Background: an optimization exercise with open tools, aiming at small area. Do not read the settings as production practice.
In this exercise RTL edits were held to simulation tests only and were not proved equivalent to the original.
No activity file was given, so power comes from the tool's default toggle rates.

==> flow/design.v <==
`timescale 1ns/1ps
package cpu_pkg;
  typedef logic [31:0] addr_t;
  typedef logic [31:0] instr_t;
  typedef logic [4:0] reg_idx_t;
  typedef logic [31:0] gpreg_t;
  typedef struct packed {
    addr_t  pc;
    instr_t instr;
  } fetched_t;
  typedef enum logic [2:0] {
    FMT_R,
    FMT_I,
    FMT_S,
    FMT_B,
    FMT_U,
    FMT_J,
    FMT_ILLEGAL
  } fmt_t;
  typedef enum logic [6:0] {
    OPC_LOAD     = 7'b0000011,
    OPC_MISC_MEM = 7'b0001111,
    OPC_OP_IMM   = 7'b0010011,
    OPC_AUIPC    = 7'b0010111,
    OPC_STORE    = 7'b0100011,
    OPC_OP       = 7'b0110011,
    OPC_LUI      = 7'b0110111,
    OPC_BRANCH   = 7'b1100011,
    OPC_JALR     = 7'b1100111,
    OPC_JAL      = 7'b1101111,
    OPC_SYSTEM   = 7'b1110011
  } opcode_t;
  typedef struct packed {
    addr_t       pc;
    fmt_t        fmt;
    logic [6:0]  opcode;
    logic [2:0]  funct3;
    logic [6:0]  funct7;
    reg_idx_t    rd;
    reg_idx_t    rs1;
    reg_idx_t    rs2;
    logic [31:0] imm;
  } decoded_t;
endpackage
`timescale 1ns/1ps
module instr_queue (
  input  logic        clk,
  input  logic        rst,
  input  logic        flush,
  input  logic        enq_valid,
  input  logic [31:0] enq_data,
  output logic        deq_valid,
  input  logic        deq_ready,
  output logic [31:0] deq_data,
  output logic [2:0]  count
);
  logic [31:0] mem [0:3];
  logic [1:0]  wr_ptr;
  logic [1:0]  rd_ptr;
  logic        deq_fire;
  assign deq_valid = (count != 3'd0);
  assign deq_data  = mem[rd_ptr];
  assign deq_fire  = deq_valid && deq_ready;
  always_ff @(posedge clk) begin
    if (enq_valid) begin
      mem[wr_ptr] <= enq_data;
    end
  end
  always_ff @(posedge clk or posedge rst) begin
    if (rst) begin
      wr_ptr <= 2'd0;
      rd_ptr <= 2'd0;
      count  <= 3'd0;
    end else if (flush) begin
      wr_ptr <= 2'd0;
      rd_ptr <= 2'd0;
      count  <= 3'd0;
    end else begin
      if (enq_valid) begin
        wr_ptr <= wr_ptr + 2'd1;
      end
      if (deq_fire) begin
        rd_ptr <= rd_ptr + 2'd1;
      end
      count <= count + {2'b0, enq_valid} - {2'b0, deq_fire};
    end
  end
endmodule
`timescale 1ns/1ps
module fetch_unit (
  input  logic        clk,
  input  logic        rst,
  input  logic        redirect_valid,
  input  logic [31:0] redirect_pc,
  output logic        mem_req_valid,
  input  logic        mem_req_ready,
  output logic [31:0] mem_req_addr,
  input  logic        mem_resp_valid,
  output logic        mem_resp_ready,
  output logic        enq_valid,
  input  logic [2:0]  q_count,
  output logic [1:0]  live,
  output logic [31:0] pc
);
  logic [1:0] stale;
  logic [1:0] outstanding;
  logic       req_fire;
  assign outstanding = live + stale;
  assign mem_resp_ready = 1'b1;
  assign mem_req_valid  = !outstanding[1] && ({1'b0, q_count} + {2'b0, outstanding}) < 4'd4
                          && !redirect_valid;
  assign mem_req_addr   = pc;
  assign req_fire       = mem_req_valid && mem_req_ready;
  assign enq_valid      = mem_resp_valid && (stale == 2'd0) && !redirect_valid;
  always_ff @(posedge clk or posedge rst) begin
    if (rst) begin
      pc    <= 32'h8000_0000;
      live  <= 2'd0;
      stale <= 2'd0;
    end else begin
      if (redirect_valid) begin
        pc    <= redirect_pc;
        live  <= 2'd0;
        stale <= outstanding - {1'b0, mem_resp_valid};
      end else begin
        if (req_fire) begin
          pc <= pc + 32'd4;
        end
        if (mem_resp_valid && stale != 2'd0) begin
          stale <= stale - 2'd1;
        end
        live <= live + {1'b0, req_fire} - {1'b0, enq_valid};
      end
    end
  end
endmodule
`timescale 1ns/1ps
module regfile (
  input  logic        clk,
  input  logic        rst,
  input  logic [4:0]  rd_idx_a,
  input  logic [4:0]  rd_idx_b,
  output logic [31:0] rd_val_a,
  output logic [31:0] rd_val_b,
  input  logic        wr_en,
  input  logic [4:0]  wr_idx,
  input  logic [31:0] wr_val
);
  logic [31:1][31:0] regs;
  logic [31:1]       vld;
  logic [31:1]       we;
  logic [31:1]       sel_a;
  logic [31:1]       sel_b;
  logic              wr_live;
  logic              hit_a;
  logic              hit_b;
  assign wr_live = wr_en && (wr_idx != 5'd0);
  assign hit_a   = wr_live && (wr_idx == rd_idx_a);
  assign hit_b   = wr_live && (wr_idx == rd_idx_b);
  for (genvar i = 1; i < 32; i++) begin : g_reg
    assign we[i]    = wr_live && (wr_idx == 5'(i));
    assign sel_a[i] = (rd_idx_a == 5'(i)) && vld[i] && !hit_a;
    assign sel_b[i] = (rd_idx_b == 5'(i)) && vld[i] && !hit_b;
    always_ff @(posedge clk) begin
      if (we[i]) begin
        regs[i] <= wr_val;
      end
    end
    always_ff @(posedge clk or posedge rst) begin
      if (rst) begin
        vld[i] <= 1'b0;
      end else if (we[i]) begin
        vld[i] <= 1'b1;
      end
    end
  end
  always_comb begin
    rd_val_a = {32{hit_a}} & wr_val;
    rd_val_b = {32{hit_b}} & wr_val;
    for (int i = 1; i < 32; i++) begin
      rd_val_a = rd_val_a | ({32{sel_a[i]}} & regs[i]);
      rd_val_b = rd_val_b | ({32{sel_b[i]}} & regs[i]);
    end
  end
endmodule
`timescale 1ns/1ps
module instr_decode (
  input  logic        clk,
  input  logic        rst,
  input  logic        flush,
  input  logic        deq_valid,
  output logic        deq_ready,
  input  logic [31:0] deq_data,
  input  logic [31:0] fetch_pc,
  input  logic [2:0]  ahead,
  output logic        dec_valid,
  input  logic        dec_ready,
  output logic [31:0] dec_pc,
  output logic [2:0]  dec_fmt,
  output logic [31:0] dec_imm,
  output logic [31:0] w
);
  logic load;
  assign deq_ready = !dec_valid || dec_ready;
  assign load      = deq_valid && deq_ready;
  always_ff @(posedge clk or posedge rst) begin
    if (rst) begin
      dec_valid <= 1'b0;
    end else if (flush) begin
      dec_valid <= 1'b0;
    end else if (load) begin
      dec_valid <= 1'b1;
    end else if (dec_ready) begin
      dec_valid <= 1'b0;
    end
  end
  always_ff @(posedge clk) begin
    if (load) begin
      w <= deq_data;
    end
  end
  assign dec_pc = {fetch_pc[31:2] - {27'd0, ahead} - 30'd1, fetch_pc[1:0]};
  always_comb begin
    case (w[6:0])
      7'b0110011:                                         dec_fmt = 3'd0;
      7'b0000011, 7'b0001111, 7'b0010011, 7'b1100111,
      7'b1110011:                                         dec_fmt = 3'd1;
      7'b0100011:                                         dec_fmt = 3'd2;
      7'b1100011:                                         dec_fmt = 3'd3;
      7'b0110111, 7'b0010111:                             dec_fmt = 3'd4;
      7'b1101111:                                         dec_fmt = 3'd5;
      default:                                            dec_fmt = 3'd6;
    endcase
    case (dec_fmt)
      3'd1:    dec_imm = {{20{w[31]}}, w[31:20]};
      3'd2:    dec_imm = {{20{w[31]}}, w[31:25], w[11:7]};
      3'd3:    dec_imm = {{19{w[31]}}, w[31], w[7], w[30:25], w[11:8], 1'b0};
      3'd4:    dec_imm = {w[31:12], 12'b0};
      3'd5:    dec_imm = {{11{w[31]}}, w[31], w[19:12], w[20], w[30:21], 1'b0};
      default: dec_imm = 32'd0;
    endcase
  end
endmodule
`timescale 1ns/1ps
module cpu_frontend (
  input  logic        clk,
  input  logic        rst,
  input  logic        redirect_valid,
  input  logic [31:0] redirect_pc,
  output logic        mem_req_valid,
  input  logic        mem_req_ready,
  output logic [31:0] mem_req_addr,
  input  logic        mem_resp_valid,
  output logic        mem_resp_ready,
  input  logic [31:0] mem_resp_data,
  input  logic        wb_en,
  input  logic [4:0]  wb_idx,
  input  logic [31:0] wb_val,
  output logic        dec_valid,
  input  logic        dec_ready,
  output logic [31:0] dec_pc,
  output logic [2:0]  dec_fmt,
  output logic [6:0]  dec_opcode,
  output logic [2:0]  dec_funct3,
  output logic [6:0]  dec_funct7,
  output logic [4:0]  dec_rd,
  output logic [4:0]  dec_rs1,
  output logic [4:0]  dec_rs2,
  output logic [31:0] dec_imm,
  output logic [31:0] dec_rs1_val,
  output logic [31:0] dec_rs2_val
);
  logic        enq_valid;
  logic [2:0]  q_count;
  logic [1:0]  live;
  logic [31:0] pc;
  logic        deq_valid;
  logic        deq_ready;
  logic [31:0] deq_data;
  logic [31:0] w;
  fetch_unit fetch_inst (
    .clk            (clk),
    .rst            (rst),
    .redirect_valid (redirect_valid),
    .redirect_pc    (redirect_pc),
    .mem_req_valid  (mem_req_valid),
    .mem_req_ready  (mem_req_ready),
    .mem_req_addr   (mem_req_addr),
    .mem_resp_valid (mem_resp_valid),
    .mem_resp_ready (mem_resp_ready),
    .enq_valid      (enq_valid),
    .q_count        (q_count),
    .live           (live),
    .pc             (pc)
  );
  instr_queue ifq_inst (
    .clk       (clk),
    .rst       (rst),
    .flush     (redirect_valid),
    .enq_valid (enq_valid),
    .enq_data  (mem_resp_data),
    .deq_valid (deq_valid),
    .deq_ready (deq_ready),
    .deq_data  (deq_data),
    .count     (q_count)
  );
  instr_decode decode_inst (
    .clk       (clk),
    .rst       (rst),
    .flush     (redirect_valid),
    .deq_valid (deq_valid),
    .deq_ready (deq_ready),
    .deq_data  (deq_data),
    .fetch_pc  (pc),
    .ahead     (q_count + {1'b0, live}),
    .dec_valid (dec_valid),
    .dec_ready (dec_ready),
    .dec_pc    (dec_pc),
    .dec_fmt   (dec_fmt),
    .dec_imm   (dec_imm),
    .w         (w)
  );
  regfile regfile_inst (
    .clk      (clk),
    .rst      (rst),
    .rd_idx_a (w[19:15]),
    .rd_idx_b (w[24:20]),
    .rd_val_a (dec_rs1_val),
    .rd_val_b (dec_rs2_val),
    .wr_en    (wb_en),
    .wr_idx   (wb_idx),
    .wr_val   (wb_val)
  );
  assign dec_opcode = w[6:0];
  assign dec_rd     = w[11:7];
  assign dec_funct3 = w[14:12];
  assign dec_rs1    = w[19:15];
  assign dec_rs2    = w[24:20];
  assign dec_funct7 = w[31:25];
endmodule
clock: 10.0 ns
lec_check: 0
cap_margin: 20
core_margin: 2
core_utilization: 65
place_density: 0.75
slew_margin: 20
standard.sh (not shown) runs the stock make flow with config.mk's settings and CLKGATE_MAP_FILE= SYNTH_SCRIPT=/design/flow/synth_recipe.tcl, a recipe that flattens the netlist after the stock synthesis.
==> flow/flow/run.sh <==
#!/bin/bash
# Own flow: the standard layout (standard.sh) with
#  - synthesis: the standard flow's script, but abc maps for area (abc_area_map.script);
#    registers, names and cell types are those of the standard synthesis
#  - port buffers: every input and output gets a sky130_fd_sc_hd__buf_1
#  - clock tree: larger sink clusters, no dummy loads
# The make output goes to flow_make.log; ORFS keeps each step's log under orfs/logs.
set -euo pipefail
F=$(cd "$(dirname "$0")" && pwd)
bash standard.sh \
  SYNTH_SCRIPT="$F/synth_area.tcl" \
  AREA_ABC_SCRIPT="$F/abc_area_map.script" \
  BUFFER_PORTS_ARGS="-buffer_cell sky130_fd_sc_hd__buf_1" \
  CTS_ARGS="-sink_clustering_enable -repair_clock_nets -dont_use_dummy_load -sink_clustering_size 25 -sink_clustering_max_diameter 60" \
  finish > flow_make.log 2>&1
==> flow/flow/abc_area_map.script <==
strash
dch
map -a
topo
stime -c
==> flow/flow/synth_area.tcl <==
# The standard flow's synthesis (synth_recipe.tcl) with an area-oriented abc mapping script:
# abc's -script argument is swapped for abc_area_map.script beside this file.
proc synth {args} { yosys synth -nofsm -noshare {*}$args }
proc abc {args} {
  set i [lsearch -exact $args -script]
  if { $i >= 0 } {
    lset args [expr { $i + 1 }] $::env(AREA_ABC_SCRIPT)
  }
  yosys abc {*}$args
}
source $::env(SCRIPTS_DIR)/synth.tcl
# left out here: clear keep_hierarchy, flatten, clean up, hide names made inside functions, write 1_2_yosys.v
The baseline produced a clean layout.
Edit:
--- a/flow/flow/run.sh
+++ b/flow/flow/run.sh
@@ -12,4 +12,4 @@
   AREA_ABC_SCRIPT="$F/abc_area_map.script" \
   BUFFER_PORTS_ARGS="-buffer_cell sky130_fd_sc_hd__buf_1" \
-  CTS_ARGS="-sink_clustering_enable -repair_clock_nets -dont_use_dummy_load -sink_clustering_size 25 -sink_clustering_max_diameter 60" \
+  CTS_ARGS="-sink_clustering_enable -repair_clock_nets -dont_use_dummy_load -sink_clustering_size 28 -sink_clustering_max_diameter 65" \
   finish > flow_make.log 2>&1
==> flow/flow/abc_area_map.script (replaced) <==
strash
dc2
&get -n
&dch
&nf -R 1000
&put
topo
Settings changed: CAP_MARGIN 20 to 10, CELL_PAD_IN_SITES_DETAIL_PLACEMENT set to 1, CELL_PAD_IN_SITES_GLOBAL_PLACEMENT set to 1, CORE_UTILIZATION 65 to 50, PLACE_DENSITY 0.75 to 0.6, SLEW_MARGIN 20 to 10.
Outcome:
- cell area is lower by 4.7%
- flip-flop and latch count is unchanged
- hold slack degrades by 0.0052 ns
- total power fell by 14%
- count of clock-buffer cells in the layout grows by 4
- global-route usage goes up by 1.4 points
- die area climbs by 23%
- setup slack gains 0.84 ns
- wire length is higher by 28%
- core utilization falls by 17 points
Edit:
--- a/flow/flow/run.sh
+++ b/flow/flow/run.sh
@@ -12,4 +12,4 @@
   AREA_ABC_SCRIPT="$F/abc_area_map.script" \
   BUFFER_PORTS_ARGS="-buffer_cell sky130_fd_sc_hd__buf_1" \
-  CTS_ARGS="-sink_clustering_enable -repair_clock_nets -dont_use_dummy_load -sink_clustering_size 28 -sink_clustering_max_diameter 65" \
+  CTS_ARGS="-sink_clustering_enable -repair_clock_nets -dont_use_dummy_load -sink_clustering_size 30 -sink_clustering_max_diameter 70" \
   finish > flow_make.log 2>&1
Settings changed: CAP_MARGIN 10 to 0, SLEW_MARGIN 10 to 0.
=>
- power shrinks by 1.9%
- worst setup slack gets better by 0.080 ns
- combinational power hardly moves
- final area shrinks by 0.58%
- via count stays flat
- routed wire length hardly moves
- sequential power hardly moves
Edit:
==> flow/flow/abc_area_map.script (replaced) <==
strash
&get -n
&deepsyn -T 60
&put
dc2
&get -n
&dch
&nf -R 1000
&put
topo
The new run finished clean.
Total power drops slightly.
Hold slack improved by 0.0067 ns.
Sequential power barely changes.
Die area drops slightly.

==> separate check: timing with driven ports <==
In the flow no input, the clock included, has a driving cell. The finished layouts below were timed again as built, in two steps. Step 1 sets driving cells, clkbuf_16 on the clock port and buf_2 on the other inputs (assumed; they add their load-dependent delay and slew). Step 2 moves the port delays by t, midway between the first and last clock arrival at a register: inputs arrive t later, outputs are due t later. That takes back most of the time a late clock gives input paths. Three values: ideal ports, drivers, drivers and shift; two values: the first two.
run	t, ns	setup WS [ns]	worst register clock-pin slew, ns
the first run	0.717	0.349 / 0.328 / 0.328	0.10 / 0.10
the second run	0.752	1.190 / 1.163 / 1.163	0.11 / 0.11
the third run	0.744	1.270 / 1.241 / 1.241	0.11 / 0.11
the fourth run	0.742	0.880 / 0.808 / 1.138	0.11 / 0.11
After both steps setup and hold are still met in every run listed. The setup slack of the third run, which loses most, moves by -0.029 ns with the drivers and by -0.029 ns with both steps.
